Source: an optimization exercise on an open RTL-to-GDS flow (aim: small area, a short achievable clock period and few clock cycles per item). Production flows keep margins and buffers that such runs may drop. RTL that was checked went through simulation tests only; none was proved equivalent to the original. For runs 1 and 2, only the layout was checked, not whether the RTL still works. Power is estimated from default activity; no workload was simulated.

==> design/flow/design.v <==
package pcl_pkg;
   localparam int CAPACITY = 64;
   localparam int ADDR_W   = $clog2(CAPACITY);
   localparam int LEN_W    = $clog2(CAPACITY + 1);
   localparam logic [1:0] KIND_ADD    = 2'd0;
   localparam logic [1:0] KIND_DELETE = 2'd1;
   localparam logic [1:0] KIND_GET    = 2'd2;
   localparam logic [1:0] KIND_LIST   = 2'd3;
   localparam logic [2:0] ST_VALUE   = 3'd0;
   localparam logic [2:0] ST_INVALID = 3'd1;
   localparam logic [2:0] ST_FULL    = 3'd2;
   localparam logic [2:0] ST_ELEMENT = 3'd3;
   localparam logic [2:0] ST_EMPTY   = 3'd4;
endpackage
module pcl_store (
   input  logic       clock,
   input  logic       ins_en,
   input  logic       del_en,
   input  logic [7:0] hi_ge,
   input  logic [7:0] lo_ge,
   input  logic [7:0] item,
   output logic [7:0] rd_data
);
   localparam int N = pcl_pkg::CAPACITY;
   logic [7:0]   item_ff [N];
   logic [7:0]   item_in [N];
   logic [7:0]   hi_eq, hi_gt, lo_eq, lo_gt;
   logic [N-1:0] ge, gt, eq;
   logic [N-1:0] s_hold, s_below, s_above, s_new;
   always_comb begin
      for (int j = 0; j < 8; j++) begin
         hi_gt[j] = (j == 0) ? 1'b0 : hi_ge[j-1];
         lo_gt[j] = (j == 0) ? 1'b0 : lo_ge[j-1];
         hi_eq[j] = hi_ge[j] && !hi_gt[j];
         lo_eq[j] = lo_ge[j] && !lo_gt[j];
      end
      for (int i = 0; i < N; i++) begin
         eq[i] = hi_eq[i/8] && lo_eq[i%8];
         gt[i] = hi_gt[i/8] || (hi_eq[i/8] && lo_gt[i%8]);
         ge[i] = hi_gt[i/8] || (hi_eq[i/8] && lo_ge[i%8]);
      end
      for (int i = 0; i < N; i++) begin
         s_new[i]   = ins_en && eq[i];
         s_below[i] = (i == 0) ? 1'b0 : (ins_en && gt[i]);
         s_above[i] = (i == N - 1) ? 1'b0 : (del_en && ge[i]);
         s_hold[i]  = !(ge[i] && (ins_en || (del_en && i != N - 1)));
      end
      for (int i = 0; i < N; i++) begin
         item_in[i] = ({8{s_hold[i]}} & item_ff[i])
                    | ({8{s_new[i]}}  & item)
                    | ({8{s_below[i]}} & item_ff[(i + N - 1) % N])
                    | ({8{s_above[i]}} & item_ff[(i + 1) % N]);
      end
   end
   always_ff @(posedge clock) begin
      for (int i = 0; i < N; i++) begin
         item_ff[i] <= item_in[i];
      end
   end
   always_comb begin
      rd_data = '0;
      for (int i = 0; i < N; i++) begin
         rd_data = rd_data | ({8{eq[i]}} & item_ff[i]);
      end
   end
endmodule
module positional_char_list (
   input  logic       clock,
   input  logic       reset,
   input  logic       req_valid,
   output logic       req_ready,
   input  logic [1:0] req_kind,
   input  logic [6:0] req_position,
   input  logic [7:0] req_new_item,
   output logic       rsp_valid,
   input  logic       rsp_ready,
   output logic [2:0] rsp_status,
   output logic [7:0] rsp_value,
   output logic       rsp_last
);
   localparam int LW = pcl_pkg::LEN_W;
   logic          ready_ff, ready_i_ff, ready_in;
   logic [LW-1:0] len_ff, len_eff, len_eff_m1;
   logic [6:0]    pos_m1;
   logic          p_lt_len, p_le_len, pm1_le_len, pm2_le_len;
   logic          r_ins_ff, r_del_ff, r_get_ff, r_list_ff, r_err_ff;
   logic [2:0]    r_status_ff;
   logic [7:0]    r_hi_ff, r_lo_ff;
   logic [7:0]    r_item_ff;
   logic          r_last_ff;
   logic          o0_valid_ff, o0_busy_ff, o1_valid_ff;
   logic [2:0]    o0_status_ff, o1_status_ff;
   logic [7:0]    o0_value_ff, o1_value_ff;
   logic          o0_last_ff, o1_last_ff;
   logic          take, is_list_kind;
   logic [5:0]    k;
   logic          pos_zero, add_ok, acc_ok, len_full, len_zero, len_one;
   logic          a_ins, a_del, a_get, a_list, a_err;
   logic [2:0]    a_status;
   logic [7:0]    rd_data;
   logic          beat, can_push, push, done;
   logic [2:0]    b_status;
   logic          b_last, b_data;
   logic          o0_load, o1_valid_in, o0_valid_in;
   logic          sel_b, sel_bd, sel_o1, sel_o0;
   logic          last_next;
   assign take         = ready_i_ff && req_valid;
   assign is_list_kind = (req_kind == pcl_pkg::KIND_LIST);
   assign pos_zero     = (req_position == 7'd0);
   always_comb begin
      if (r_ins_ff) begin
         len_eff    = len_ff + LW'(1);
         len_eff_m1 = len_ff;
      end else if (r_del_ff) begin
         len_eff    = len_ff - LW'(1);
         len_eff_m1 = len_ff - LW'(2);
      end else begin
         len_eff    = len_ff;
         len_eff_m1 = len_ff - LW'(1);
      end
   end
   assign len_full     = (len_eff == LW'(pcl_pkg::CAPACITY));
   assign len_zero     = (len_eff == '0);
   assign len_one      = (len_eff == LW'(1));
   assign pos_m1       = req_position - 7'd1;
   assign p_lt_len     = (req_position < len_ff);
   assign p_le_len     = (req_position <= len_ff);
   assign pm1_le_len   = (req_position <= len_ff + 7'd1);
   assign pm2_le_len   = (req_position <= len_ff + 7'd2);
   always_comb begin
      if (r_ins_ff) begin
         acc_ok = !pos_zero && pm1_le_len;
         add_ok = !pos_zero && pm2_le_len;
      end else if (r_del_ff) begin
         acc_ok = !pos_zero && p_lt_len;
         add_ok = !pos_zero && p_le_len;
      end else begin
         acc_ok = !pos_zero && p_le_len;
         add_ok = !pos_zero && pm1_le_len;
      end
   end
   assign k            = is_list_kind ? 6'd0 : pos_m1[5:0];
   always_comb begin
      a_ins    = 1'b0;
      a_del    = 1'b0;
      a_get    = 1'b0;
      a_list   = 1'b0;
      a_err    = 1'b0;
      a_status = pcl_pkg::ST_INVALID;
      case (req_kind)
         pcl_pkg::KIND_ADD: begin
            if (!add_ok) begin
               a_err = 1'b1;
            end else if (len_full) begin
               a_err    = 1'b1;
               a_status = pcl_pkg::ST_FULL;
            end else begin
               a_ins = 1'b1;
            end
         end
         pcl_pkg::KIND_DELETE: begin
            a_del = acc_ok;
            a_err = !acc_ok;
         end
         pcl_pkg::KIND_GET: begin
            a_get = acc_ok;
            a_err = !acc_ok;
         end
         default: begin
            a_list   = !len_zero;
            a_err    = len_zero;
            a_status = pcl_pkg::ST_EMPTY;
         end
      endcase
   end
   pcl_store u_store (
      .clock   (clock),
      .ins_en  (r_ins_ff),
      .del_en  (r_del_ff),
      .hi_ge   (r_hi_ff),
      .lo_ge   (r_lo_ff),
      .item    (r_item_ff),
      .rd_data (rd_data)
   );
   assign beat      = r_get_ff || r_list_ff || r_err_ff;
   assign can_push  = !o1_valid_ff;
   assign push      = beat && can_push;
   assign done      = can_push && (!r_list_ff || r_last_ff);
   assign b_data    = r_get_ff || r_list_ff;
   assign b_last    = !r_list_ff || r_last_ff;
   assign last_next = (r_item_ff == 8'd1);
   always_comb begin
      b_status = r_status_ff;
      if (r_get_ff) begin
         b_status = pcl_pkg::ST_VALUE;
      end else if (r_list_ff) begin
         b_status = pcl_pkg::ST_ELEMENT;
      end
   end
   assign o0_load     = !o0_busy_ff || rsp_ready;
   assign o1_valid_in = !o0_load && (o1_valid_ff || push);
   assign o0_valid_in = !o0_load || o1_valid_ff || push;
   assign sel_o1      = o0_load && o1_valid_ff;
   assign sel_b       = o0_load && !o1_valid_ff;
   assign sel_bd      = sel_b && b_data;
   assign sel_o0      = !o0_load;
   always_comb begin
      if (ready_i_ff) begin
         ready_in = !(take && a_list && !len_one) && !o1_valid_in;
      end else if (done) begin
         ready_in = 1'b1;
      end else begin
         ready_in = !o1_valid_in && r_list_ff && push && last_next;
      end
   end
   always_ff @(posedge clock) begin
      if (reset) begin
         ready_ff    <= 1'b1;
         ready_i_ff  <= 1'b1;
         len_ff      <= '0;
         r_ins_ff    <= 1'b0;
         r_del_ff    <= 1'b0;
         r_get_ff    <= 1'b0;
         r_list_ff   <= 1'b0;
         r_err_ff    <= 1'b0;
         o0_valid_ff <= 1'b0;
         o0_busy_ff  <= 1'b0;
         o1_valid_ff <= 1'b0;
      end else begin
         ready_ff    <= ready_in;
         ready_i_ff  <= ready_in;
         o0_valid_ff <= o0_valid_in;
         o0_busy_ff  <= o0_valid_in;
         o1_valid_ff <= o1_valid_in;
         len_ff      <= len_eff;
         if (ready_i_ff) begin
            r_ins_ff  <= take && a_ins;
            r_del_ff  <= take && a_del;
            r_get_ff  <= take && a_get;
            r_list_ff <= take && a_list;
            r_err_ff  <= take && a_err;
         end else begin
            r_ins_ff  <= 1'b0;
            r_del_ff  <= 1'b0;
            if (done) begin
               r_get_ff  <= 1'b0;
               r_list_ff <= 1'b0;
               r_err_ff  <= 1'b0;
            end
         end
      end
   end
   always_ff @(posedge clock) begin
      if (ready_i_ff) begin
         r_status_ff <= a_status;
         for (int j = 0; j < 8; j++) begin
            r_hi_ff[j] <= (3'(j) >= k[5:3]);
            r_lo_ff[j] <= (3'(j) >= k[2:0]);
         end
         r_item_ff   <= is_list_kind ? 8'(len_eff_m1) : req_new_item;
         r_last_ff   <= len_one;
      end else if (push) begin
         r_lo_ff     <= r_lo_ff[6] ? {r_lo_ff[6:0], 1'b0} : 8'hff;
         if (!r_lo_ff[6]) begin
            r_hi_ff  <= {r_hi_ff[6:0], 1'b0};
         end
         r_item_ff   <= r_item_ff - 8'd1;
         r_last_ff   <= last_next;
      end
   end
   always_ff @(posedge clock) begin
      o0_status_ff <= ({3{sel_o1}} & o1_status_ff) | ({3{sel_b}} & b_status)
                    | ({3{sel_o0}} & o0_status_ff);
      o0_value_ff  <= ({8{sel_o1}} & o1_value_ff) | ({8{sel_bd}} & rd_data)
                    | ({8{sel_o0}} & o0_value_ff);
      o0_last_ff   <= (sel_o1 && o1_last_ff) || (sel_b && b_last)
                    || (sel_o0 && o0_last_ff);
      if (!o1_valid_ff) begin
         o1_status_ff <= b_status;
         o1_value_ff  <= b_data ? rd_data : 8'd0;
         o1_last_ff   <= b_last;
      end
   end
   assign req_ready  = ready_ff;
   assign rsp_valid  = o0_valid_ff;
   assign rsp_status = o0_status_ff;
   assign rsp_value  = o0_value_ff;
   assign rsp_last   = o0_last_ff;
endmodule
==> design/flow/run.sh <==
#!/bin/bash
# synth_recipe.tcl (not shown) runs the flow's synth.tcl, then flattens the netlist and writes it again
# the make line also repeats each setting of config.mk as NAME=value (left out here)
make -C /OpenROAD-flow-scripts/flow DESIGN_CONFIG=/design/flow/config.mk WORK_HOME=/design/flow/orfs CLKGATE_MAP_FILE= SYNTH_SCRIPT=/design/flow/synth_recipe.tcl finish
==> design/flow/config.mk <==
export PLATFORM = sky130hd
export DESIGN_NAME = positional_char_list
export DESIGN_NICKNAME = positional_char_list
export VERILOG_FILES = /design/flow/design.v
export SDC_FILE = /design/flow/constraint.sdc
export NUM_CORES = 4
export LEC_CHECK = 0
export CAP_MARGIN = 20
export CORE_MARGIN = 2
export CORE_UTILIZATION = 40
export SLEW_MARGIN = 20
==> design/flow/constraint.sdc <==
create_clock -name core_clock -period 6.0 [get_ports {clock}]
set_input_delay 1.2000 -clock core_clock [delete_from_list [all_inputs] [get_ports {clock}]]
set_output_delay 1.2000 -clock core_clock [all_outputs]
set_load 0.01 [all_outputs]
==> flow_summary.ini, run 1 <==
[setup_path]
crit_chain = buf_4 > nor3b_2 > a22o_1 > a221oi_1 > nand4_1 > or4_1 > and2_1
rr_startpoint = r_lo_ff[6]
cp_slowest_stage_delay_ns = 0.98
reg2reg_slack_ns = 1.97
r2r_end = o1_value_ff[6]
arrival_ns = 4.39
cp_data_required_time_ns = 6.36
crit_path_end_kind = register
crit_fanout = 27
slowest_stage = edfxtp_1
cp-startpoint = r_lo_ff[6]
rr_worst_depth = 7
start_kind = register
crit_type = reg2reg

[global_route]
antenna_found_initial = 19
grt_overflow = 0
grt_pass1_wl_um = 236000
grt_max_degree = 66
grt_pass1_vias = 28500
grt_usage_pct = 44.3

[drt]
drtIter0Drc = 7789
drc = 0
wl_per_cell_um = 40.0
dr.pass1.iters = 15
via_count = 32100
via_per_inst = 7.43
drt-total-wl_um = 173000
drtAntennaViolNets = 0

[synthesis]
synthTopCellsByArea = dfxtp_1, a222oi_1, nand2_1, a22oi_1, edfxtp_1
syn_inst = 3445
synth_edf_count = 39
ys_seq_area_share_pct = 40.7
ys.flop_type = dfxtp_1
avgSynthCellArea_um2 = 8.53
yosys.area.top_type_share_pct = 36.7
syn_area_um2 = 29400
synth-seq-cells = 578
synthSimpleGateAreaFrac_pct = 21.5
synth_area_leader_cell = dfxtp_1
yosysMostFrequentCell = nand2_1
synthAdderAreaFrac_pct = 1.45
yosys-top-cells-count = nand2_1, dfxtp_1, a222oi_1
syn_nets = 3500
synth_cell_types = 70
synth_xor_area_share_pct = 0.894
muxShareOfSynthArea_pct = 0.409
synth_top_family_by_area = compound AO/OA/AOI/OAI gates
async_reset_ff_share_pct = 0
synth_compound_area_share_pct = 30.0
yosysWarnings = 4

[sta]
slew_headroom_pct = 18.0
rsz0062_at_grt = false
post-route-period-util_pct = 67.1
drv_slew = 0
max_freq_ghz = 0.248
fin_crit_ns = 4.03
hold_viol = 0
setup_viol_count_final = 0
finClkSkew_ns = 0.0290
worst_pin_slew_ns = 1.23
finalSetupTns_ns = 0

[clock_tree]
path_clk_slew_ns = 0.06
cts_setup_buffers = 0
cts_tree = yes
ctsHoldBuffers = 0
numCtsBuffers = 68
htreeDepth = 3
cts_resized = 0
cts_buffer_depth = 3
cts_root_buffer = clkbuf_16
cts_num_sinks = 578
clk-insertion-delay-late_ns = 0.63

[min_path]
hp-start = o0_status_ff[2]
hp-class = reg2reg
hold_path_end = o0_status_ff[2]
hold_depth = 2

[pwr]
ir_drop_v = 0.000294
p_leak_nw = 13.6
p_per_area_nw_per_um2 = 340

[flow_run]
maxCapViolations = 0

[floorplanning]
die_w_um = 275
initial_core_util_pct = 40.3
die_h_um = 275
die_area_um2 = 75600
rows = 99
io-pin-count = 35
core-area_um2 = 72800

[layout]
stdcell_area_um2 = 32900
layout-drive-gt1-share_pct = 7.54
syn_to_final_growth_pct = 11.9
nNetsFinal = 3359
fillers = 7199

[placement]
routabilityCongestion = 1.13
hpwl_um = 129000
place_area_um2 = 30600
io_buffers = 34

[run_status]
status = complete, no violations
metrics by stage:
stage	hold WS, ns	setup slack [ns]	utilization, %	std cells	power, mW
floorplan	0.435	3.25	-	3445	5.58
global placement	0.438	2.24	42.0	4192	6.83
detailed placement	0.446	2.19	42.0	4192	6.82
CTS	0.460	2.17	45.1	4315	11.0
global route	0.483	2.06	45.1	4321	11.3
finish	0.456	1.97	45.1	4325	11.2
cells by family after synthesis:
group                      count (synthesis)
AOI/OAI and AO/OA                       1029
xor gates and xnor gates                  30
adders and majority gates                 34
buffers and inverters                    358
DFF                                      578
muxes                                     12
and+or+nand+nor                         1404
where the power goes:
part           switching (mW)  total [mW]  leakage, nW  internal (mW)
Sequential               1.10        5.41         4.78           4.31
Combinational            1.02        1.51         7.73          0.483
Clock                    1.78        4.28         1.11           2.49
Total                    3.91        11.2         13.6           7.29
worst max-delay path: cells and delay by family (launching register included):
family	cells	cell delay, ns
buffers and inverters	1	0.55
flip-flops	1	0.98
AND/OR/NAND/NOR	4	1.40
AO/OA/AOI/OAI	2	0.83
placed cells by master, fill, tap and decap left out, drive strengths merged, types with 6 or more instances in the layout:
cell           instances
a221oi                31
nor2b                 55
diode                  9
nor4bb                41
and3                  12
buf                   81
a221o                 62
edfxtp                39
or2                   11
o21ai                 51
ha                    34
o21bai                 8
o21a                  21
a31oi                 11
clkbuf               104
and3b                 13
nor2                 149
xnor2                 25
clkinv                16
a21oi                 79
nor3                  23
and2                  64
a22o                  85
dfxtp                539
mux2i                 12
a22oi                202
o211ai                 6
nand2b                 8
inv                   31
nor3b                 14
nand3                 21
clkdlybuf4s50         34
nand4                 43
a222oi               440
nand2                923
nor4                  10
routing by layer:
layer	wire length, um	global-route usage (%)	share of wire [%]
met1	66400	57.9	38
met2	71300	64.9	41
met3	22300	12.0	13
met4	12900	26.8	7.5
met5	115	0.815	0.066
sequential cells by signal, indices dropped and copies added (netlist names), 3 cells and up:
name and cells:
u_store.item_ff 512, r_item_ff 8, r_hi_ff 8, o1_status_ff 3
r_status_ff 3, len_ff 7, o0_status_ff 3, r_lo_ff 7
o1_value_ff 8, o0_value_ff 8
layout make-up:
type	instances	area, um^2	area share, %
Clock inverter	20	220	0.670
Inverter	31	116	0.354
Clock buffer	103	2050	6.22
Timing Repair Buffer	116	953	2.90
Antenna cell	9	22.5	0.0685
Sequential cell	578	12000	36.4
Multi-Input combinational cell	2509	16400	49.7
Tap cell	959	1200	3.65
how the worst max path moves through the flow:
| stage | to | slack [ns] | cells past startpoint |
|---|---|---|---|
| after floorplan | r_hi_ff[0] | 3.25 | 5 |
| after global placement | r_status_ff[0] | 2.24 | 8 |
| after detailed placement | o1_value_ff[6] | 2.19 | 7 |
| after CTS | o1_value_ff[6] | 2.17 | 7 |
| after global routing | o1_value_ff[6] | 2.06 | 7 |
| final | o1_value_ff[6] | 1.97 | 7 |
==> run 2: changes to the inputs <==
--- a/design/flow/config.mk
+++ b/design/flow/config.mk
@@ -10,2 +10,3 @@
 export CORE_UTILIZATION = 40
+export SETUP_SLACK_MARGIN = 3.3
 export SLEW_MARGIN = 20
==> run 2 against run 1 <==
Compared with the run above: still clean; worst hold slack worse by 0.0045 ns; synthesized area stayed put; maximum frequency is 35% higher; clock-buffer cell count is 13 lower; final area is 7.2% higher; die area stayed put; power is 1.4% higher; via count is 2.9% higher; utilization is 3.2 points higher; worst setup slack better by 1.1 ns; cell count is 3.6% higher; highest routed layer unchanged.
==> flow_summary.ini, run 2 <==
[setup_path]
crit_type = reg2reg
worst-path-buf-inv = 2
critPathTopFamily = simple AND/OR/NAND/NOR gates
start_kind = register
cp_data_required_time_ns = 6.37
crit_fanout = 4
arrival_ns = 3.34
reg2reg_slack_ns = 3.03
rr_startpoint = r_lo_ff[1]
crit_chain = buf_12 > nor4bb_4 > buf_6 > a222oi_1 > and4_1 > nand4_1 > or4_4 > and2_1
rr_worst_depth = 8
cp-startpoint = r_lo_ff[1]
cp_slowest_stage_delay_ns = 0.60
slowest_stage = or4_4
critPathCapture = o1_value_ff[6]
cp_num_cells = 8
r2r_end = o1_value_ff[6]
crit_path_end_kind = register

[pwr]
ir_drop_v = 0.000272
p_total_mw = 11.4
p_per_area_nw_per_um2 = 322
p_leak_nw = 15.0

[drt]
drt-total-wl_um = 178000
drtIter0Drc = 8168
dr.pass1.iters = 13
via_per_inst = 7.38
drtAntennaViolNets = 0
via_count = 33100
drc = 0
wl_per_cell_um = 39.8

[synthesis]
avgSynthCellArea_um2 = 8.53
synth_edf_count = 39
yosysWarnings = 4
yosys.area.top_type_share_pct = 36.7
synth-seq-cells = 578
yosysMostFrequentCell = nand2_1
async_reset_ff_share_pct = 0
ys_seq_area_share_pct = 40.7
syn_inst = 3445
ys.flop_type = dfxtp_1
synth_area_leader_cell = dfxtp_1
synth_cell_types = 70
yosys-top-cells-count = nand2_1, dfxtp_1, a222oi_1
syn_area_um2 = 29400
synthTopCellsByArea = dfxtp_1, a222oi_1, nand2_1, a22oi_1, edfxtp_1
syn_nets = 3500

[floorplanning]
die_area_um2 = 75600
core-area_um2 = 72800
initial_core_util_pct = 40.3
rows = 99
die_w_um = 275
die_h_um = 275
io-pin-count = 35

[layout]
ff_latch_area_um2 = 12000
fillers = 6940
syn_to_final_growth_pct = 19.9
largest_reg_flops = 512
top_register = u_store.item_ff
multi_input_area_um2 = 17200
final_cell_mix = nand2_1, dfxtp_1, a222oi_1, a22oi_1, buf_4
nNetsFinal = 3509
mostFrequentLayoutCell = nand2_1
layout-drive-gt1-share_pct = 15.3

[sta]
post-route-period-util_pct = 49.6
rsz0062_at_grt = true
drv_slew = 0
finClkSkew_ns = 0.0314
slew_headroom_pct = 21.1
max_freq_ghz = 0.336
setup_viol_count_final = 0
hold_viol = 0
worst_pin_slew_ns = 1.18
fin_crit_ns = 2.97
finalSetupTns_ns = 0

[placement]
routabilityCongestion = 1.13
hpwl_um = 131000
io_buffers = 34

[clock_tree]
numCtsBuffers = 66
cts_root_buffer = clkbuf_16
path_clk_slew_ns = 0.06
ctsHoldBuffers = 0
cts_buffer_depth = 3
cts_num_sinks = 578
htreeDepth = 3
cts_tree = yes
clk-insertion-delay-late_ns = 0.64

[min_path]
hp-class = reg2reg

[global_route]
grt_overflow = 0
grt_pass1_wl_um = 241000
grt_pass1_vias = 29500
grt_usage_pct = 45.5
grt_max_degree = 66
antenna_found_initial = 22

[flow_run]
maxCapViolations = 0

[run_status]
status = complete, no violations
run 2: cell counts after synthesis:
Identical to the previous run, type by type.
run 2: area by class of cell:
cell class	instances	share of cell area, %
clock buffers	90	5.35
repair buffers	268	7.33
flip-flops and latches	578	34.0
diodes	15	0.107
clock inverters	29	0.735
well taps	959	3.41
inverters	31	0.348
multi-input cells	2509	48.7
run 2: worst min path at each step:
stage | start | to | slack [ns] | cells after the start
finish | o0_status_ff[1] | o0_status_ff[1] | 0.45 | 2
global route | o0_status_ff[2] | o0_status_ff[2] | 0.47 | 2
CTS | o0_status_ff[2] | o0_status_ff[2] | 0.46 | 2
global placement | o0_status_ff[0] | o0_status_ff[0] | 0.44 | 2
detailed placement | o0_status_ff[2] | o0_status_ff[2] | 0.45 | 2
floorplan | u_store.item_ff[0][0] | u_store.item_ff[0][0] | 0.43 | 2
run 2: tightest hold or removal path: cells and delay by family, from the launching register on:
family	cells	cell delay [ns]
flip-flops	1	0.32
AO/OA/AOI/OAI	1	0.05
AND/OR/NAND/NOR	1	0.04
run 2: kinds of logic after synthesis:
kind of cell    after synthesis  synth area share [%]
xor+xnor                     30                 0.894
flops                       578                  40.7
simple gates               1404                  21.5
buf+inv                     358                  4.96
mux                          12                 0.409
compound gates             1029                  30.0
fa+ha+maj                    34                  1.45
run 2: timing repair:
| item | CTS | global route |
|---|---|---|
| pin swaps | 51 | 44 |
| hold endpoints to repair | 0 | 0 |
| gates cloned | 5 | 1 |
| endpoints found under the setup margin | 111 | 79 |
| resized for setup | 168 | 86 |
| setup buffers | 109 | 30 |
run 2: power by group:
group	total [mW]	switching (mW)	leakage (nW)	internal, mW
clock	4.09	1.78	1.06	2.31
sequential	5.44	1.13	4.79	4.31
combinational	1.82	1.12	9.13	0.696
total	11.4	4.04	15.0	7.32
run 2: metrics by stage:
| stage | hold WS [ns] | std cells | instance area, um^2 | worst slack [ns] | utilization [%] |
|---|---|---|---|---|---|
| finish | 0.452 | 4479 | 35200 | 3.03 | 48.4 |
| floorplan | 0.435 | 3445 | 29400 | 3.30 | - |
| global route | 0.472 | 4465 | 35200 | 3.16 | 48.3 |
| detailed placement | 0.447 | 4200 | 30700 | 2.32 | 42.1 |
| CTS | 0.462 | 4433 | 34600 | 3.17 | 47.5 |
| global placement | 0.440 | 4200 | 30600 | 2.27 | 42.1 |
run 2: metal layers:
| metal | up-vias | global-route usage, % | wire length (um) |
|---|---|---|---|
| met3 | 709 | 12.7 | 22900 |
| li1 | 13500 | - | - |
| met5 | - | 0 | 68 |
| met1 | 16000 | 58.8 | 67800 |
| met4 | 12 | 32.2 | 15500 |
| met2 | 2813 | 65.1 | 71900 |
==> run 3: changes to the inputs <==
--- a/design/flow/design.v
+++ b/design/flow/design.v
@@ -15,9 +15,8 @@
 module pcl_store (
-   input  logic       clock,
-   input  logic       ins_en,
-   input  logic       del_en,
-   input  logic [7:0] hi_ge,
-   input  logic [7:0] lo_ge,
-   input  logic [7:0] item,
-   output logic [7:0] rd_data
+   input  logic        clock,
+   input  logic        ins_en,
+   input  logic        del_en,
+   input  logic [63:0] ge,
+   input  logic [7:0]  item,
+   output logic [7:0]  rd_data
 );
@@ -26,16 +25,8 @@
    logic [7:0]   item_in [N];
-   logic [7:0]   hi_eq, hi_gt, lo_eq, lo_gt;
-   logic [N-1:0] ge, gt, eq;
+   logic [N-1:0] gt, eq;
    logic [N-1:0] s_hold, s_below, s_above, s_new;
    always_comb begin
-      for (int j = 0; j < 8; j++) begin
-         hi_gt[j] = (j == 0) ? 1'b0 : hi_ge[j-1];
-         lo_gt[j] = (j == 0) ? 1'b0 : lo_ge[j-1];
-         hi_eq[j] = hi_ge[j] && !hi_gt[j];
-         lo_eq[j] = lo_ge[j] && !lo_gt[j];
-      end
-      for (int i = 0; i < N; i++) begin
-         eq[i] = hi_eq[i/8] && lo_eq[i%8];
-         gt[i] = hi_gt[i/8] || (hi_eq[i/8] && lo_gt[i%8]);
-         ge[i] = hi_gt[i/8] || (hi_eq[i/8] && lo_ge[i%8]);
+      for (int i = 0; i < N; i++) begin
+         gt[i] = (i == 0) ? 1'b0 : ge[i-1];
+         eq[i] = ge[i] && !gt[i];
       end
@@ -87,3 +78,3 @@
    logic [2:0]    r_status_ff;
-   logic [7:0]    r_hi_ff, r_lo_ff;
+   logic [63:0]   r_ge_ff;
    logic [7:0]    r_item_ff;
@@ -179,4 +170,3 @@
       .del_en  (r_del_ff),
-      .hi_ge   (r_hi_ff),
-      .lo_ge   (r_lo_ff),
+      .ge      (r_ge_ff),
       .item    (r_item_ff),
@@ -255,5 +245,4 @@
          r_status_ff <= a_status;
-         for (int j = 0; j < 8; j++) begin
-            r_hi_ff[j] <= (3'(j) >= k[5:3]);
-            r_lo_ff[j] <= (3'(j) >= k[2:0]);
+         for (int i = 0; i < 64; i++) begin
+            r_ge_ff[i] <= is_list_kind || (req_position <= 7'(i + 1));
          end
@@ -262,6 +251,3 @@
       end else if (push) begin
-         r_lo_ff     <= r_lo_ff[6] ? {r_lo_ff[6:0], 1'b0} : 8'hff;
-         if (!r_lo_ff[6]) begin
-            r_hi_ff  <= {r_hi_ff[6:0], 1'b0};
-         end
+         r_ge_ff     <= {r_ge_ff[62:0], 1'b0};
          r_item_ff   <= r_item_ff - 8'd1;
@@ -277,7 +263,7 @@
                     || (sel_o0 && o0_last_ff);
-      if (!o1_valid_ff) begin
-         o1_status_ff <= b_status;
-         o1_value_ff  <= b_data ? rd_data : 8'd0;
-         o1_last_ff   <= b_last;
-      end
+      o1_status_ff <= ({3{!o1_valid_ff}} & b_status)
+                    | ({3{o1_valid_ff}} & o1_status_ff);
+      o1_value_ff  <= ({8{!o1_valid_ff && b_data}} & rd_data)
+                    | ({8{o1_valid_ff}} & o1_value_ff);
+      o1_last_ff   <= (!o1_valid_ff && b_last) || (o1_valid_ff && o1_last_ff);
    end
--- a/design/flow/config.mk
+++ b/design/flow/config.mk
@@ -10,3 +10,4 @@
 export CORE_UTILIZATION = 40
-export SETUP_SLACK_MARGIN = 3.3
+export PLACE_DENSITY = 0.5
+export SETUP_SLACK_MARGIN = 3.5
 export SLEW_MARGIN = 20
==> run 3 against run 2 <==
Compared with the run above: still clean; sequential share of layout area up 0.58 points; first-iteration DRC count down 20%; critical path depth unchanged; worst setup slack worse by 0.21 ns; clock skew up 0.011 ns; register-to-register slack worse by 0.21 ns; sequential power up 55%; power up 48%; combinational power up 110%; synthesized cell count up 6.7%; maximum frequency down 6.6%; cell count up 7.4%; highest routed layer unchanged.
==> flow_summary.ini, run 3 <==
[run_status]
status = complete, no violations

[sta]
hold_viol = 0
drv_slew = 0
setup_ws_ns = 2.82
setup_viol_count_final = 0
fin_crit_ns = 3.18
whs_ns = 0.447
rsz0062_at_grt = true
worst_pin_slew_ns = 0.974
slew_headroom_pct = 34.6
finClkSkew_ns = 0.0424
post-route-period-util_pct = 53.1
max_freq_ghz = 0.314
finalSetupTns_ns = 0

[synthesis]
syn_nets = 3728
synth_cell_types = 76
muxShareOfSynthArea_pct = 0.400
yosysWarnings = 4
synth_top_family_by_area = compound AO/OA/AOI/OAI gates
syn_area_um2 = 31900
yosys.area.top_type_share_pct = 34.3
synthSimpleGateAreaFrac_pct = 18.2
avgSynthCellArea_um2 = 8.69
synth_area_leader_cell = dfxtp_1
synth_xor_area_share_pct = 0.686
synth_edf_count = 80
synthTopCellsByArea = dfxtp_1, a22oi_1, nand2_1, edfxtp_1, clkbuf_1
synth_compound_area_share_pct = 32.8
yosys-top-cells-count = a22oi_1, nand2_1, dfxtp_1
yosysMostFrequentCell = a22oi_1
ys.flop_type = dfxtp_1
synthAdderAreaFrac_pct = 1.25
ys_seq_area_share_pct = 41.8
synth-seq-cells = 627
syn_inst = 3675
async_reset_ff_share_pct = 0

[clock_tree]
clk-insertion-delay-late_ns = 0.66
cts_root_buffer = clkbuf_16
numCtsBuffers = 74
cts_buffer_depth = 3
cts_num_sinks = 627
cts_tree = yes
path_clk_slew_ns = 0.06
ctsHoldBuffers = 0
htreeDepth = 3

[min_path]
hp-class = reg2reg

[global_route]
grt_pass1_wl_um = 261000
grt_overflow = 0
grt_pass1_vias = 31600
grt_max_degree = 78
antenna_found_initial = 28
grt_usage_pct = 45.4

[floorplanning]
die_h_um = 287
initial_core_util_pct = 40.4
die_w_um = 287
core-area_um2 = 79000
die_area_um2 = 82100
io-pin-count = 35
rows = 103

[placement]
hpwl_um = 144000
pre_cts_ws_ns = 1.80
io_buffers = 34
routabilityCongestion = 1.15
dpl.cell_count = 4484

[setup_path]
crit_path_end_kind = register
crit_type = reg2reg
arrival_ns = 3.70
cp_data_required_time_ns = 6.52
start_kind = register
crit_fanout = 4

[layout]
final_cells = 4810
layout-drive-gt1-share_pct = 17.8
largest_registers = u_store.item_ff: 512 flops, r_ge_ff: 64 flops
fillers = 7441
fin_util_pct = 49.0
nNetsFinal = 3746
mostFrequentLayoutCell = a22oi_1
largest_reg_flops = 512
final_cell_mix = a22oi_1, nand2_1, dfxtp_1, buf_4, nor2_1
top_register = u_store.item_ff
syn_to_final_growth_pct = 21.1

[drt]
drtAntennaViolNets = 0
via_count = 34900
dr.pass1.iters = 14
drtIter0Drc = 6574
via_per_inst = 7.25
drt-total-wl_um = 193000
drc = 0
wl_per_cell_um = 40.1

[pwr]
p_leak_nw = 15.7
p_per_area_nw_per_um2 = 434
ir_drop_v = 0.000272

[flow_run]
maxCapViolations = 0
## run 3: worst max-delay path: stages, from the launching register on
cell,delay (ns)
edfxtp_1,0.49
buf_4,0.21
nand3b_1,0.07
o21ai_1,0.32
a221oi_2,0.43
nand4_1,0.21
nor4_4,0.86
o31ai_2,0.18
mux2_4,0.29
## run 3: path summary, 6_finish.rpt
check                    to           start  depth (start not counted)  slack (ns)
max reg2reg  o0_value_ff[6]     r_ge_ff[23]                          8        2.82
max          o0_value_ff[6]     r_ge_ff[23]                          8        2.82
min reg2reg  o1_value_ff[4]  o1_value_ff[4]                          2        0.45
min          o1_value_ff[4]  o1_value_ff[4]                          2        0.45
## run 3: final cells by class
class | count | area [um^2] | share of cell area (%)
diodes | 9 | 22.5 | 0.0582
clock buffers | 111 | 2150 | 5.57
clock inverters | 23 | 238 | 0.615
inverters | 24 | 106 | 0.275
multi-input cells | 2668 | 18700 | 48.3
flip-flops and latches | 627 | 13400 | 34.6
well taps | 1050 | 1310 | 3.40
repair buffers | 298 | 2790 | 7.21
## run 3: layer usage
metal / track usage, % / wire (um) / vias to the layer above
met1: 56.8 / 72200 / 17000
met2: 64.6 / 78600 / 2975
li1: - / - / 14100
met5: 0 / 118 / -
met3: 18.1 / 27300 / 688
met4: 29.1 / 14800 / 18
## run 3: kinds of logic (layout without fill, tap and decap cells)
kind of cell | after synthesis | after routing
multiplexers | 11 | 11
buffers and inverters | 381 | 456
adder cells (fa/ha/maj) | 32 | 32
AND/OR/NAND/NOR | 1254 | 1254
AO/OA/AOI/OAI | 1345 | 1346
flip-flops | 627 | 627
XOR/XNOR | 25 | 25
other | 0 | 9
## run 3: timing repair
item	CTS	global route
pin swaps	53	50
endpoints found under the setup margin	428	292
resized for setup	305	138
buffers inserted	119	59
cloned	5	0
## run 3: report_power, final
| part | total [mW] | switching, mW | leakage [nW] | internal, mW |
|---|---|---|---|---|
| registers | 8.45 | 3.06 | 5.35 | 5.39 |
| clock network | 4.52 | 1.97 | 1.17 | 2.55 |
| logic | 3.84 | 2.28 | 9.19 | 1.56 |
## run 3: metrics by stage
stage / total power, mW / area (um^2)
2_1_floorplan: 8.21 / 32100
3_3_place_gp: 11.2 / 32900
3_5_place_dp: 11.2 / 32900
4_1_cts: 16.1 / 37500
5_1_grt: 16.9 / 38700
6_report: 16.8 / 38700
Testbench counts of run 3, summed over its fixed seeds: cycles 12,369, items 4,808.
==> run 4: changes to the inputs <==
--- a/design/flow/design.v
+++ b/design/flow/design.v
@@ -50,8 +50,44 @@
    end
-   always_comb begin
-      rd_data = '0;
-      for (int i = 0; i < N; i++) begin
-         rd_data = rd_data | ({8{eq[i]}} & item_ff[i]);
-      end
-   end
+   logic [7:0] grp [8];
+   for (genvar j = 0; j < 8; j++) begin : g_rd
+      pcl_sel8 u_sel (
+         .sel (eq[8*j +: 8]),
+         .d0  (item_ff[8*j]),
+         .d1  (item_ff[8*j+1]),
+         .d2  (item_ff[8*j+2]),
+         .d3  (item_ff[8*j+3]),
+         .d4  (item_ff[8*j+4]),
+         .d5  (item_ff[8*j+5]),
+         .d6  (item_ff[8*j+6]),
+         .d7  (item_ff[8*j+7]),
+         .q   (grp[j])
+      );
+   end
+   pcl_or8 u_or (
+      .d0 (grp[0]),
+      .d1 (grp[1]),
+      .d2 (grp[2]),
+      .d3 (grp[3]),
+      .d4 (grp[4]),
+      .d5 (grp[5]),
+      .d6 (grp[6]),
+      .d7 (grp[7]),
+      .q  (rd_data)
+   );
+endmodule
+module pcl_sel8 (
+   input  logic [7:0] sel,
+   input  logic [7:0] d0, d1, d2, d3, d4, d5, d6, d7,
+   output logic [7:0] q
+);
+   assign q = ({8{sel[0]}} & d0) | ({8{sel[1]}} & d1)
+            | ({8{sel[2]}} & d2) | ({8{sel[3]}} & d3)
+            | ({8{sel[4]}} & d4) | ({8{sel[5]}} & d5)
+            | ({8{sel[6]}} & d6) | ({8{sel[7]}} & d7);
+endmodule
+module pcl_or8 (
+   input  logic [7:0] d0, d1, d2, d3, d4, d5, d6, d7,
+   output logic [7:0] q
+);
+   assign q = d0 | d1 | d2 | d3 | d4 | d5 | d6 | d7;
 endmodule
@@ -73,3 +109,4 @@
    logic          ready_ff, ready_i_ff, ready_in;
-   logic [LW-1:0] len_ff, len_eff, len_eff_m1;
+   logic [LW-1:0] len_ff, len_p1_ff, len_p2_ff, len_m1_ff;
+   logic [LW-1:0] len_eff, len_eff_m1;
    logic [6:0]    pos_m1;
@@ -102,12 +139,10 @@
       if (r_ins_ff) begin
-         len_eff    = len_ff + LW'(1);
-         len_eff_m1 = len_ff;
+         len_eff = len_p1_ff;
       end else if (r_del_ff) begin
-         len_eff    = len_ff - LW'(1);
-         len_eff_m1 = len_ff - LW'(2);
+         len_eff = len_m1_ff;
       end else begin
-         len_eff    = len_ff;
-         len_eff_m1 = len_ff - LW'(1);
-      end
-   end
+         len_eff = len_ff;
+      end
+   end
+   assign len_eff_m1   = len_eff - LW'(1);
    assign len_full     = (len_eff == LW'(pcl_pkg::CAPACITY));
@@ -118,4 +153,4 @@
    assign p_le_len     = (req_position <= len_ff);
-   assign pm1_le_len   = (req_position <= len_ff + 7'd1);
-   assign pm2_le_len   = (req_position <= len_ff + 7'd2);
+   assign pm1_le_len   = (req_position <= len_p1_ff);
+   assign pm2_le_len   = (req_position <= len_p2_ff);
    always_comb begin
@@ -210,2 +245,5 @@
          len_ff      <= '0;
+         len_p1_ff   <= LW'(1);
+         len_p2_ff   <= LW'(2);
+         len_m1_ff   <= '1;
          r_ins_ff    <= 1'b0;
@@ -225,2 +263,5 @@
          len_ff      <= len_eff;
+         len_p1_ff   <= len_eff + LW'(1);
+         len_p2_ff   <= len_eff + LW'(2);
+         len_m1_ff   <= len_eff_m1;
          if (ready_i_ff) begin
--- a/design/flow/config.mk
+++ b/design/flow/config.mk
@@ -10,4 +10,4 @@
 export CORE_UTILIZATION = 40
-export PLACE_DENSITY = 0.5
-export SETUP_SLACK_MARGIN = 3.5
+export SETUP_SLACK_MARGIN = 3.7
 export SLEW_MARGIN = 20
+export SYNTH_HIERARCHICAL = 1
==> run 4 against run 3 <==
Compared with the run above: still clean; clock power barely moved; critical path depth rose by 1; power fell by 13%; global-route usage fell by 19 points; synthesized cell count fell by 12%; via count fell by 13%; clock-buffer cell count fell by 10; register-to-register slack improved by 0.55 ns; critical path type unchanged.
==> flow_summary.ini, run 4 <==
[run_status]
status = complete, no violations

[placement]
io_buffers = 34
pre_cts_ws_ns = 1.88
routabilityCongestion = 0.911
dpl.cell_count = 3996
place_area_um2 = 32900
hpwl_um = 76800

[floorplanning]
initial_core_util_pct = 40.2
rows = 105
die_w_um = 290
die_area_um2 = 84300
die_h_um = 290
io-pin-count = 35
core-area_um2 = 81600

[drt]
via_per_inst = 7.07
drtIter0Drc = 3930
drt-total-wl_um = 118000
drc = 0
drtAntennaViolNets = 0
dr.pass1.iters = 8
via_count = 30200
wl_per_cell_um = 27.6

[clock_tree]
cts_tree = yes
clk-insertion-delay-late_ns = 0.62
ctsHoldBuffers = 0
htreeDepth = 3
cts_buffer_depth = 3
numCtsBuffers = 73
path_clk_slew_ns = 0.06
cts_num_sinks = 646
cts_root_buffer = clkbuf_16

[synthesis]
async_reset_ff_share_pct = 0
syn_area_um2 = 32800
synth_compound_area_share_pct = 38.4
synthSimpleGateAreaFrac_pct = 10.9
synthTopCellsByArea = dfxtp_1, a221o_1, a22o_1, edfxtp_1, a22oi_1
syn_nets = 3298
ys_seq_area_share_pct = 41.9
avgSynthCellArea_um2 = 10.1
synth-seq-cells = 646
syn_inst = 3244
synth_top_family_by_area = compound AO/OA/AOI/OAI gates
yosysWarnings = 13
synth_xor_area_share_pct = 0.534
ys.flop_type = dfxtp_1
synthAdderAreaFrac_pct = 1.26
synth_cell_types = 68
yosys.area.top_type_share_pct = 34.5
yosys-top-cells-count = dfxtp_1, a22o_1, a221o_1
muxShareOfSynthArea_pct = 0.892
yosysMostFrequentCell = dfxtp_1
synth_edf_count = 80
synth_area_leader_cell = dfxtp_1

[layout]
syn_to_final_growth_pct = 14.2
layout-drive-gt1-share_pct = 16.7
nNetsFinal = 3200
fin_util_pct = 45.9
top_register = u_store.item_ff
stdcell_area_um2 = 37500
final_cell_mix = dfxtp_1, a22o_1, a221o_1, a22oi_1, buf_4
final_cells = 4268
mostFrequentLayoutCell = dfxtp_1
largest_reg_flops = 512
fillers = 7427
largest_registers = u_store.item_ff: 512 flops, r_ge_ff: 64 flops

[sta]
slew_headroom_pct = 40.8
max_freq_ghz = 0.380
post-route-period-util_pct = 43.8
finalSetupTns_ns = 0
finClkSkew_ns = 0.0249
rsz0062_at_grt = true
drv_slew = 0
worst_pin_slew_ns = 0.888
setup_viol_count_final = 0
fin_crit_ns = 2.63
setup_ws_ns = 3.37
hold_viol = 0

[global_route]
grt_usage_pct = 26.5
grt_pass1_wl_um = 178000
grt_max_degree = 88
antenna_found_initial = 2
grt_pass1_vias = 29100
grt_overflow = 0

[setup_path]
arrival_ns = 3.13
start_kind = register
crit_path_end_kind = register
crit_type = reg2reg
cp_data_required_time_ns = 6.50
crit_fanout = 7

[pwr]
p_per_area_nw_per_um2 = 388
ir_drop_v = 0.000227
p_leak_nw = 13.9

[flow_run]
maxCapViolations = 0

[min_path]
hp-class = reg2reg
## run 4: report_power, final
part	switching (mW)	internal, mW
clock	1.87	2.62
sequential	1.55	5.44
combinational	1.58	1.47
## run 4: logic make-up (layout without fill, tap and decap cells)
logic type	count (synthesis)	after routing
XOR/XNOR	20	20
AND/OR/NAND/NOR	672	674
flip-flops	646	646
other	0	2
multiplexers	23	23
adder cells (fa/ha/maj)	33	33
AO/OA/AOI/OAI	1442	1442
buffers and inverters	408	358
## run 4: area by class of cell
class	instances	area, um^2	area share, %
Clock inverter	24	220	0.588
Sequential cell	646	13800	36.7
Timing Repair Buffer	197	1780	4.74
Tap cell	1070	1340	3.57
Clock buffer	101	2150	5.73
Multi-Input combinational cell	2192	18100	48.2
Inverter	36	143	0.381
Antenna cell	2	5.00	0.0134
## run 4: worst paths after layout
kind              depth (start not counted)  slack (ns)            from              to
setup reg to reg                          9        3.37     r_ge_ff[53]  o0_value_ff[6]
setup / recovery                          9        3.37     r_ge_ff[53]  o0_value_ff[6]
hold / removal                            2        0.46  o1_value_ff[6]  o1_value_ff[6]
hold reg to reg                           2        0.46  o1_value_ff[6]  o1_value_ff[6]
## run 4: worst max-delay path, cell delays in order, from the launching register on
cell and delay, ns:
edfxtp_1 0.56, nor2b_4 0.23, buf_4 0.14, a22oi_2 0.14
nand4_1 0.32, nor4_4 0.50, nand2_2 0.18, nand2_2 0.12
o21ai_2 0.06, mux2_4 0.27
## run 4: stage by stage
step	hold WS, ns	power [mW]
2_1_floorplan	0.429	8.14
3_3_place_gp	0.455	9.40
3_5_place_dp	0.457	9.45
4_1_cts	0.457	14.3
5_1_grt	0.483	14.9
6_report	0.464	14.5
## run 4: what timing repair did
item	CTS	global route
endpoints found under the setup margin	696	172
cloned	5	0
pin swaps	61	46
setup buffers	92	48
resized for setup	270	83
## run 4: routing by layer
metal,vias to the layer above,GRT usage [%],part of all wire [%]
met1,15100,34.1,40
met4,0,11.0,4.1
met3,380,4.88,8.3
met2,1715,43.5,47
li1,12900,-,-
met5,-,0,0
## run 4: Yosys stat by module (local to each module, per instance)
module | flip-flops and latches | copies in the design
pcl_or8 | 0 | 1
pcl_sel8 | 0 | 8
pcl_store | 512 | 1
positional_char_list | 134 | 1
Testbench counts of run 4, summed over its fixed seeds: cycles 12,369, items 4,808.
==> run 5: changes to the inputs <==
--- a/design/flow/design.v
+++ b/design/flow/design.v
@@ -177,10 +177,7 @@
          pcl_pkg::KIND_ADD: begin
-            if (!add_ok) begin
-               a_err = 1'b1;
-            end else if (len_full) begin
-               a_err    = 1'b1;
+            if (len_full && !pos_zero && req_position <= 7'd65) begin
                a_status = pcl_pkg::ST_FULL;
-            end else begin
-               a_ins = 1'b1;
             end
+            a_ins = add_ok && !len_full;
+            a_err = !a_ins;
          end
--- a/design/flow/config.mk
+++ b/design/flow/config.mk
@@ -10,2 +10,4 @@
 export CORE_UTILIZATION = 40
+export CTS_CLUSTER_DIAMETER = 80
+export CTS_CLUSTER_SIZE = 25
 export SETUP_SLACK_MARGIN = 3.7
==> run 5 against run 4 <==
Compared with the run above: still clean; global-route usage is 0.60 points lower; cell count is 0.28% lower; die area is 0.41% higher; register-to-register slack better by 0.11 ns; routed wire length is 1.7% lower; worst hold slack better by 0.0067 ns; sequential cell count stayed put; final area is 1.9% lower; clock power is 38% lower; via count is 2.2% lower; utilization is 1.0 points lower; critical path type unchanged; largest cell class unchanged; largest power group unchanged.
==> flow_summary.ini, run 5 <==
[layout]
largest_reg_flops = 512
antenna_cells = 0
layout-drive-gt1-share_pct = 16.9
top_register = u_store.item_ff
final_cell_mix = dfxtp_1, a22o_1, a221o_1, buf_4, a22oi_1
nNetsFinal = 3216
largest_registers = u_store.item_ff: 512 flops, r_ge_ff: 64 flops
mostFrequentLayoutCell = dfxtp_1
fillers = 7602
syn_to_final_growth_pct = 11.6
stdcell_area_um2 = 36800

[floorplanning]
core-area_um2 = 81800
die_area_um2 = 84700
io-pin-count = 35
die_w_um = 291
initial_core_util_pct = 40.3
die_h_um = 291
rows = 105

[placement]
io_buffers = 34
routabilityCongestion = 0.947
pre_cts_ws_ns = 2.09
hpwl_um = 77100
place_area_um2 = 32900

[clock_tree]
ctsHoldBuffers = 0
htreeDepth = 2
path_clk_slew_ns = 0.11
cts_tree = yes
cts_buffer_depth = 3
clk-insertion-delay-late_ns = 0.61
cts_num_sinks = 646
cts_root_buffer = clkbuf_16
numCtsBuffers = 35

[drt]
drc = 0
drtIter0Drc = 4207
via_per_inst = 6.93
via_count = 29500
dr.pass1.iters = 6
wirelength_met1_um = 50000
drtAntennaViolNets = 0
wl_per_cell_um = 27.2
wl_met3_um = 9910
routed.top_layer = met5
drt-total-wl_um = 116000
wl_met2_um = 51200

[synthesis]
syn_nets = 3291
synth_edf_count = 80
yosys.area.top_type_share_pct = 34.4
syn_inst = 3236
synthTopCellsByArea = dfxtp_1, a221o_1, a22o_1, edfxtp_1, a22oi_1
yosysWarnings = 13
yosys-top-cells-count = dfxtp_1, a22o_1, a221o_1
syn_area_um2 = 33000
async_reset_ff_share_pct = 0
ys.flop_type = dfxtp_1
synth_area_leader_cell = dfxtp_1
avgSynthCellArea_um2 = 10.2
synth_cell_types = 69
synth-seq-cells = 646
yosysMostFrequentCell = dfxtp_1
ys_seq_area_share_pct = 41.7

[sta]
rsz0062_at_grt = true
hold_viol = 0
fin_crit_ns = 2.52
drv_slew = 0
whs_ns = 0.470
setup_viol_count_final = 0
post-route-period-util_pct = 42.0
worst_pin_slew_ns = 1.04
finClkSkew_ns = 0.0285
max_freq_ghz = 0.397
slew_headroom_pct = 30.8
setup_ws_ns = 3.48
finalSetupTns_ns = 0

[setup_path]
slowest_stage = edfxtp_1
cp_num_cells = 8
critPathTopFamily = simple AND/OR/NAND/NOR gates
rr_worst_depth = 8
crit_type = reg2reg
start_kind = register
crit_chain = nor2b_4 > a22oi_2 > nand4_1 > nor4_4 > nand2_1 > nand2_1 > o21ai_2 > mux2_4
arrival_ns = 3.02
worst-path-buf-inv = 0
cp_slowest_stage_delay_ns = 0.55
crit_path_end_kind = register
critPathMostFrequentCell = nand2_1
cp_data_required_time_ns = 6.50
crit_fanout = 8

[global_route]
grt_overflow = 0
grt_usage_pct = 25.9
grt_pass1_wl_um = 174000
grt_max_degree = 100
grt_pass1_vias = 27700
antenna_found_initial = 3

[pwr]
p_total_mw = 13.1
p_leak_nw = 13.6
ir_drop_v = 0.000270
p_per_area_nw_per_um2 = 357

[min_path]
hold_depth = 2
hp-class = reg2reg

[run_status]
status = complete, no violations

[flow_run]
maxCapViolations = 0
-- run 5: cell count changes after synthesis, sizes merged, moves of 5 or more --
cell,previous run,this run
nor3,16,10
nand2b,9,14
o22a,17,30
clkbuf,136,146
nand2,152,136
buf,236,231
nor2,111,97
-- run 5: cell families after synthesis --
kind of cell | count (synthesis) | synth area share (%)
AO/OA/AOI/OAI | 1452 | 38.5
XOR/XNOR | 20 | 0.532
adder cells (fa/ha/maj) | 34 | 1.29
buffers and inverters | 415 | 6.41
flip-flops | 646 | 41.7
multiplexers | 24 | 0.949
AND/OR/NAND/NOR | 645 | 10.6
-- run 5: repair_timing --
item	CTS	global route
resized for setup	259	107
cloned	2	1
buffers inserted	140	67
endpoints found under the setup margin	696	354
pin swaps	70	66
-- run 5: worst paths after layout --
kind / start / end / slack [ns]
worst max-delay path: r_ge_ff[8] / o0_value_ff[7] / 3.48
worst max register to register: r_ge_ff[8] / o0_value_ff[7] / 3.48
worst min-delay path: o1_value_ff[3] / o1_value_ff[3] / 0.47
worst min register to register: o1_value_ff[3] / o1_value_ff[3] / 0.47
-- run 5: per-layer routing --
metal | vias up | global-route usage (%)
li1 | 13000 | -
met1 | 14600 | 35.5
met2 | 1686 | 40.2
met3 | 306 | 4.94
met4 | 2 | 9.76
met5 | - | 0
-- run 5: final cells by class --
type,count,area [um^2],area share (%)
multi-input cells,2176,18100,49.2
flip-flops and latches,646,13800,37.5
repair buffers,264,2290,6.22
well taps,1070,1340,3.64
clock buffers,41,918,2.50
clock inverters,21,183,0.497
inverters,38,155,0.422
-- run 5: worst min-delay path: stages, from the launching register on --
cell and delay, ns:
dfxtp_1 0.31, nand2_1 0.05, o21ai_1 0.07
-- run 5: metrics by stage --
stage | std cells | util [%]
after floorplan | 3236 | -
after global placement | 3984 | 40.2
after detailed placement | 3984 | 40.2
after CTS | 4188 | 43.8
after global routing | 4256 | 44.9
final | 4256 | 44.9
-- run 5: Yosys stat by module, one instance, submodules excluded --
module                cells inside  area [um^2]  flops+latches  copies in the design
pcl_store                     2127        22800            512                     1
positional_char_list           701         6970            134                     1
pcl_sel8                        48          379              0                     8
pcl_or8                         24          130              0                     1
-- run 5: report_power, final --
part	internal [mW]	total, mW	switching [mW]	leakage, nW
Sequential	5.48	7.11	1.63	5.51
Combinational	1.61	3.24	1.63	7.56
Clock	1.19	2.79	1.60	0.553
Testbench counts of run 5, summed over its fixed seeds: cycles 12,369, items 4,808.
==> run 6: changes to the inputs <==
--- a/design/flow/design.v
+++ b/design/flow/design.v
@@ -50,3 +50,3 @@
    end
-   logic [7:0] grp [8];
+   logic [7:0] grp_n [8];
    for (genvar j = 0; j < 8; j++) begin : g_rd
@@ -62,14 +62,14 @@
          .d7  (item_ff[8*j+7]),
-         .q   (grp[j])
+         .q_n (grp_n[j])
       );
    end
-   pcl_or8 u_or (
-      .d0 (grp[0]),
-      .d1 (grp[1]),
-      .d2 (grp[2]),
-      .d3 (grp[3]),
-      .d4 (grp[4]),
-      .d5 (grp[5]),
-      .d6 (grp[6]),
-      .d7 (grp[7]),
+   pcl_nand8 u_or (
+      .d0 (grp_n[0]),
+      .d1 (grp_n[1]),
+      .d2 (grp_n[2]),
+      .d3 (grp_n[3]),
+      .d4 (grp_n[4]),
+      .d5 (grp_n[5]),
+      .d6 (grp_n[6]),
+      .d7 (grp_n[7]),
       .q  (rd_data)
@@ -80,10 +80,10 @@
    input  logic [7:0] d0, d1, d2, d3, d4, d5, d6, d7,
-   output logic [7:0] q
+   output logic [7:0] q_n
 );
-   assign q = ({8{sel[0]}} & d0) | ({8{sel[1]}} & d1)
+   assign q_n = ~(({8{sel[0]}} & d0) | ({8{sel[1]}} & d1)
             | ({8{sel[2]}} & d2) | ({8{sel[3]}} & d3)
             | ({8{sel[4]}} & d4) | ({8{sel[5]}} & d5)
-            | ({8{sel[6]}} & d6) | ({8{sel[7]}} & d7);
+            | ({8{sel[6]}} & d6) | ({8{sel[7]}} & d7));
 endmodule
-module pcl_or8 (
+module pcl_nand8 (
    input  logic [7:0] d0, d1, d2, d3, d4, d5, d6, d7,
@@ -91,3 +91,3 @@
 );
-   assign q = d0 | d1 | d2 | d3 | d4 | d5 | d6 | d7;
+   assign q = ~(d0 & d1 & d2 & d3 & d4 & d5 & d6 & d7);
 endmodule
@@ -111,3 +111,2 @@
    logic [LW-1:0] len_eff, len_eff_m1;
-   logic [6:0]    pos_m1;
    logic          p_lt_len, p_le_len, pm1_le_len, pm2_le_len;
@@ -123,3 +122,4 @@
    logic          take, is_list_kind;
-   logic [5:0]    k;
+   logic          r_ld, r_st, r_hd;
+   logic [63:0]   ge_new;
    logic          pos_zero, add_ok, acc_ok, len_full, len_zero, len_one;
@@ -150,3 +150,2 @@
    assign len_one      = (len_eff == LW'(1));
-   assign pos_m1       = req_position - 7'd1;
    assign p_lt_len     = (req_position < len_ff);
@@ -167,3 +166,2 @@
    end
-   assign k            = is_list_kind ? 6'd0 : pos_m1[5:0];
    always_comb begin
@@ -280,15 +278,19 @@
    end
+   assign r_ld = ready_i_ff;
+   assign r_st = !ready_i_ff && push;
+   assign r_hd = !ready_i_ff && !push;
+   always_comb begin
+      for (int i = 0; i < 64; i++) begin
+         ge_new[i] = is_list_kind || (req_position <= 7'(i + 1));
+      end
+   end
    always_ff @(posedge clock) begin
-      if (ready_i_ff) begin
+      if (r_ld) begin
          r_status_ff <= a_status;
-         for (int i = 0; i < 64; i++) begin
-            r_ge_ff[i] <= is_list_kind || (req_position <= 7'(i + 1));
-         end
-         r_item_ff   <= is_list_kind ? 8'(len_eff_m1) : req_new_item;
-         r_last_ff   <= len_one;
-      end else if (push) begin
-         r_ge_ff     <= {r_ge_ff[62:0], 1'b0};
-         r_item_ff   <= r_item_ff - 8'd1;
-         r_last_ff   <= last_next;
       end
+      r_ge_ff     <= ({64{r_ld}} & ge_new) | ({64{r_st}} & {r_ge_ff[62:0], 1'b0})
+                   | ({64{r_hd}} & r_ge_ff);
+      r_item_ff   <= ({8{r_ld}} & (is_list_kind ? 8'(len_eff_m1) : req_new_item))
+                   | ({8{r_st}} & (r_item_ff - 8'd1)) | ({8{r_hd}} & r_item_ff);
+      r_last_ff   <= (r_ld && len_one) || (r_st && last_next) || (r_hd && r_last_ff);
    end
@@ -301,7 +303,8 @@
                     || (sel_o0 && o0_last_ff);
-      o1_status_ff <= ({3{!o1_valid_ff}} & b_status)
-                    | ({3{o1_valid_ff}} & o1_status_ff);
+      if (!o1_valid_ff) begin
+         o1_status_ff <= b_status;
+         o1_last_ff   <= b_last;
+      end
       o1_value_ff  <= ({8{!o1_valid_ff && b_data}} & rd_data)
                     | ({8{o1_valid_ff}} & o1_value_ff);
-      o1_last_ff   <= (!o1_valid_ff && b_last) || (o1_valid_ff && o1_last_ff);
    end
==> run 6 against run 5 <==
Compared with the run above: still clean on timing, DRC and antenna; non-clock buffer count shrank 161; register-to-register slack improved by 0.20 ns; clock power up 16%; clock-buffer cell count grew 2; die area about the same; combinational power is 15% lower; sequential share of layout area is 0.93 points lower; routed wire length rose by 0.29%; first-iteration DRC count grew 0.43%; final area is 1.6% lower; critical path type unchanged.
==> flow_summary.ini, run 6 <==
[run_status]
status = complete, no violations

[setup_path]
cp_data_required_time_ns = 6.52
r2r_end = o0_value_ff[5]
cp-startpoint = r_ge_ff[10]
arrival_ns = 2.84
crit_fanout = 8
reg2reg_slack_ns = 3.68
rr_startpoint = r_ge_ff[10]
rr_worst_depth = 8
crit_type = reg2reg
start_kind = register
crit_path_end_kind = register
critPathCapture = o0_value_ff[5]

[global_route]
grt_max_degree = 69
grt_pass1_wl_um = 177000
antenna_found_initial = 2
grt_overflow = 0
grt_pass1_vias = 28900
grt_usage_pct = 25.9

[flow_run]
maxCapViolations = 0

[clock_tree]
htreeDepth = 2
cts_root_buffer = clkbuf_16
ctsHoldBuffers = 0
path_clk_slew_ns = 0.09
cts_buffer_depth = 3
cts_tree = yes
cts_num_sinks = 646
clk-insertion-delay-late_ns = 0.63
numCtsBuffers = 40

[synthesis]
avgSynthCellArea_um2 = 9.73
yosysMostFrequentCell = dfxtp_1
yosys.area.top_type_share_pct = 38.8
async_reset_ff_share_pct = 0
ys_seq_area_share_pct = 39.5
synth-seq-cells = 646
synth_cell_types = 68
yosysWarnings = 13
synth_area_leader_cell = dfxtp_1
synth_edf_count = 7
synthTopCellsByArea = dfxtp_1, a221o_1, a22o_1, a22oi_1, nand2_1
syn_inst = 3383
ys.flop_type = dfxtp_1
syn_area_um2 = 32900
yosys-top-cells-count = dfxtp_1, a22o_1, a221o_1
syn_nets = 3437

[placement]
dpl.cell_count = 4120
hpwl_um = 78300
io_buffers = 34
routabilityCongestion = 0.921

[floorplanning]
rows = 105
io-pin-count = 35
core-area_um2 = 81800
die_h_um = 291
die_w_um = 291
die_area_um2 = 84600
initial_core_util_pct = 40.2

[layout]
largest_reg_flops = 512
final_cells = 4242
mostFrequentLayoutCell = dfxtp_1
nNetsFinal = 3197
layout-drive-gt1-share_pct = 16.0
fillers = 7623
top_register = u_store.item_ff
final_cell_mix = dfxtp_1, a22o_1, a221o_1, nand2_1, a22oi_1
syn_to_final_growth_pct = 9.88
largest_registers = u_store.item_ff: 512 flops, r_ge_ff: 64 flops

[sta]
max_freq_ghz = 0.431
post-route-period-util_pct = 38.7
fin_crit_ns = 2.32
drv_slew = 0
worst_pin_slew_ns = 1.18
rsz0062_at_grt = true
hold_viol = 0
slew_headroom_pct = 21.4
finClkSkew_ns = 0.0578
finalSetupTns_ns = 0
setup_viol_count_final = 0

[drt]
wl_per_cell_um = 27.4
drtIter0Drc = 4225
drc = 0
drtAntennaViolNets = 0
via_count = 30100
dr.pass1.iters = 7
drt-total-wl_um = 116000
via_per_inst = 7.09

[min_path]
hp-class = reg2reg

[pwr]
p_leak_nw = 13.2
p_total_mw = 12.9
p_per_area_nw_per_um2 = 355
ir_drop_v = 0.000221
==> run 6: changes by cell type after synthesis, moves of 33 or more <==
cell	delta
nand2_1	+100
dfxtp_1	+73
edfxtp_1	-73
and4_1	+64
nand4_1	-49
a31oi_1	+33
==> run 6: logic make-up (layout without fill, tap and decap cells) <==
logic type | after synthesis | in the layout | synth area share, %
adders and majority gates | 33 | 33 | 1.25
muxes | 39 | 39 | 1.38
buffers and inverters | 430 | 214 | 6.32
DFF | 646 | 646 | 39.5
and+or+nand+nor | 737 | 741 | 12.2
AOI/OAI and AO/OA | 1477 | 1477 | 38.8
other | 0 | 1 | 0
xor gates and xnor gates | 21 | 21 | 0.581
==> run 6: per-module statistics from Yosys (local to each module, per instance) <==
module / flops+latches / cells inside
pcl_nand8: 0 / 24
pcl_sel8: 0 / 48
positional_char_list: 134 / 848
pcl_store: 512 / 2127
==> run 6: worst max-delay path: stages (launching register included) <==
cell and delay (ns):
dfxtp_4 0.40, nor2b_2 0.23, a22oi_2 0.23, and4_1 0.29
nand4_1 0.24, or2_1 0.34, nand2_1 0.08, o21ai_0 0.09
mux2_2 0.30
==> run 6: what timing repair did <==
item / CTS / global route
endpoints found under the setup margin: 611 / 143
pin swaps: 35 / 42
setup buffers: 25 / 18
gates resized for setup: 380 / 131
endpoints found under the hold margin: 0 / 0
gates cloned: 5 / 3
==> run 6: how the worst min path moves through the flow <==
stage,start,to,slack [ns],cells past startpoint
after CTS,o1_value_ff[0],o1_value_ff[0],0.48,2
after global placement,o1_value_ff[3],o1_value_ff[3],0.46,2
final,o1_value_ff[2],o1_value_ff[2],0.48,2
after global routing,o1_value_ff[2],o1_value_ff[2],0.51,2
after floorplan,o1_value_ff[0],o1_value_ff[0],0.43,2
after detailed placement,o1_value_ff[0],o1_value_ff[0],0.45,2
==> run 6: layer usage <==
metal | vias to the layer above | global-route usage (%) | share of wire (%)
met4 | 2 | 10.2 | 3.8
met3 | 310 | 4.12 | 8.3
met1 | 15000 | 35.4 | 42
met5 | - | 0 | 0.0069
li1 | 13100 | - | -
met2 | 1678 | 40.9 | 45
==> run 6: per-stage QoR <==
stage | util [%] | area, um^2 | hold slack (ns) | setup WS (ns)
2_1_floorplan | - | 33100 | 0.429 | 3.49
3_3_place_gp | 40.3 | 33000 | 0.460 | 2.05
3_5_place_dp | 40.3 | 33000 | 0.453 | 2.00
4_1_cts | 43.4 | 35500 | 0.477 | 3.56
5_1_grt | 44.2 | 36200 | 0.510 | 3.67
6_report | 44.2 | 36200 | 0.484 | 3.68
==> run 6: where the power goes <==
group,switching (mW),internal (mW)
registers,1.58,5.30
logic,1.34,1.40
clock network,1.75,1.48
total,4.67,8.18
==> run 6: area by class of cell <==
class	count	area [um^2]	share of cell area (%)
clock buffer	43	1040	2.88
sequential	646	13200	36.5
clock inverter	27	377	1.04
multi-input combinational	2311	19000	52.4
antenna	1	2.50	0.00692
inverter	41	164	0.453
tap	1070	1340	3.70
timing repair buffer	103	1080	2.99
Testbench counts of run 6, summed over its fixed seeds: cycles 12,369, items 4,808.

[re-timing with driven ports]
The results above use ideal ports. As a check the final layouts listed here were re-extracted and re-timed, cells and wires unchanged.
Step 1 sets driving cells, clkbuf_16 on the clock port and buf_2 on the other inputs (assumed; they add their load-dependent delay and slew).
Step 2, shift: input delay + t, output delay - t, t = (earliest + latest rising clock arrival at the registers) / 2. This alone moves slack from input paths to output paths.
Three values: ideal, step 1, step 2; two values: the first two.
run	t (ns)	slack for setup (ns)	cell pins on the clock port's net
run 1	0.693	1.972 / 1.972 / 1.972	1
run 2	0.686	3.026 / 3.026 / 2.747	1
run 3	0.702	2.817 / 2.817 / 2.780	1
run 4	0.679	3.370 / 3.370 / 2.772	1
run 5	0.668	3.480 / 3.480 / 3.112	1
run 6	0.671	3.680 / 3.648 / 3.101	1
After both steps setup and hold are still met in every run listed. For run 4, which loses most, drivers alone change the setup slack by 0.000 ns; drivers and shift together by -0.598 ns.
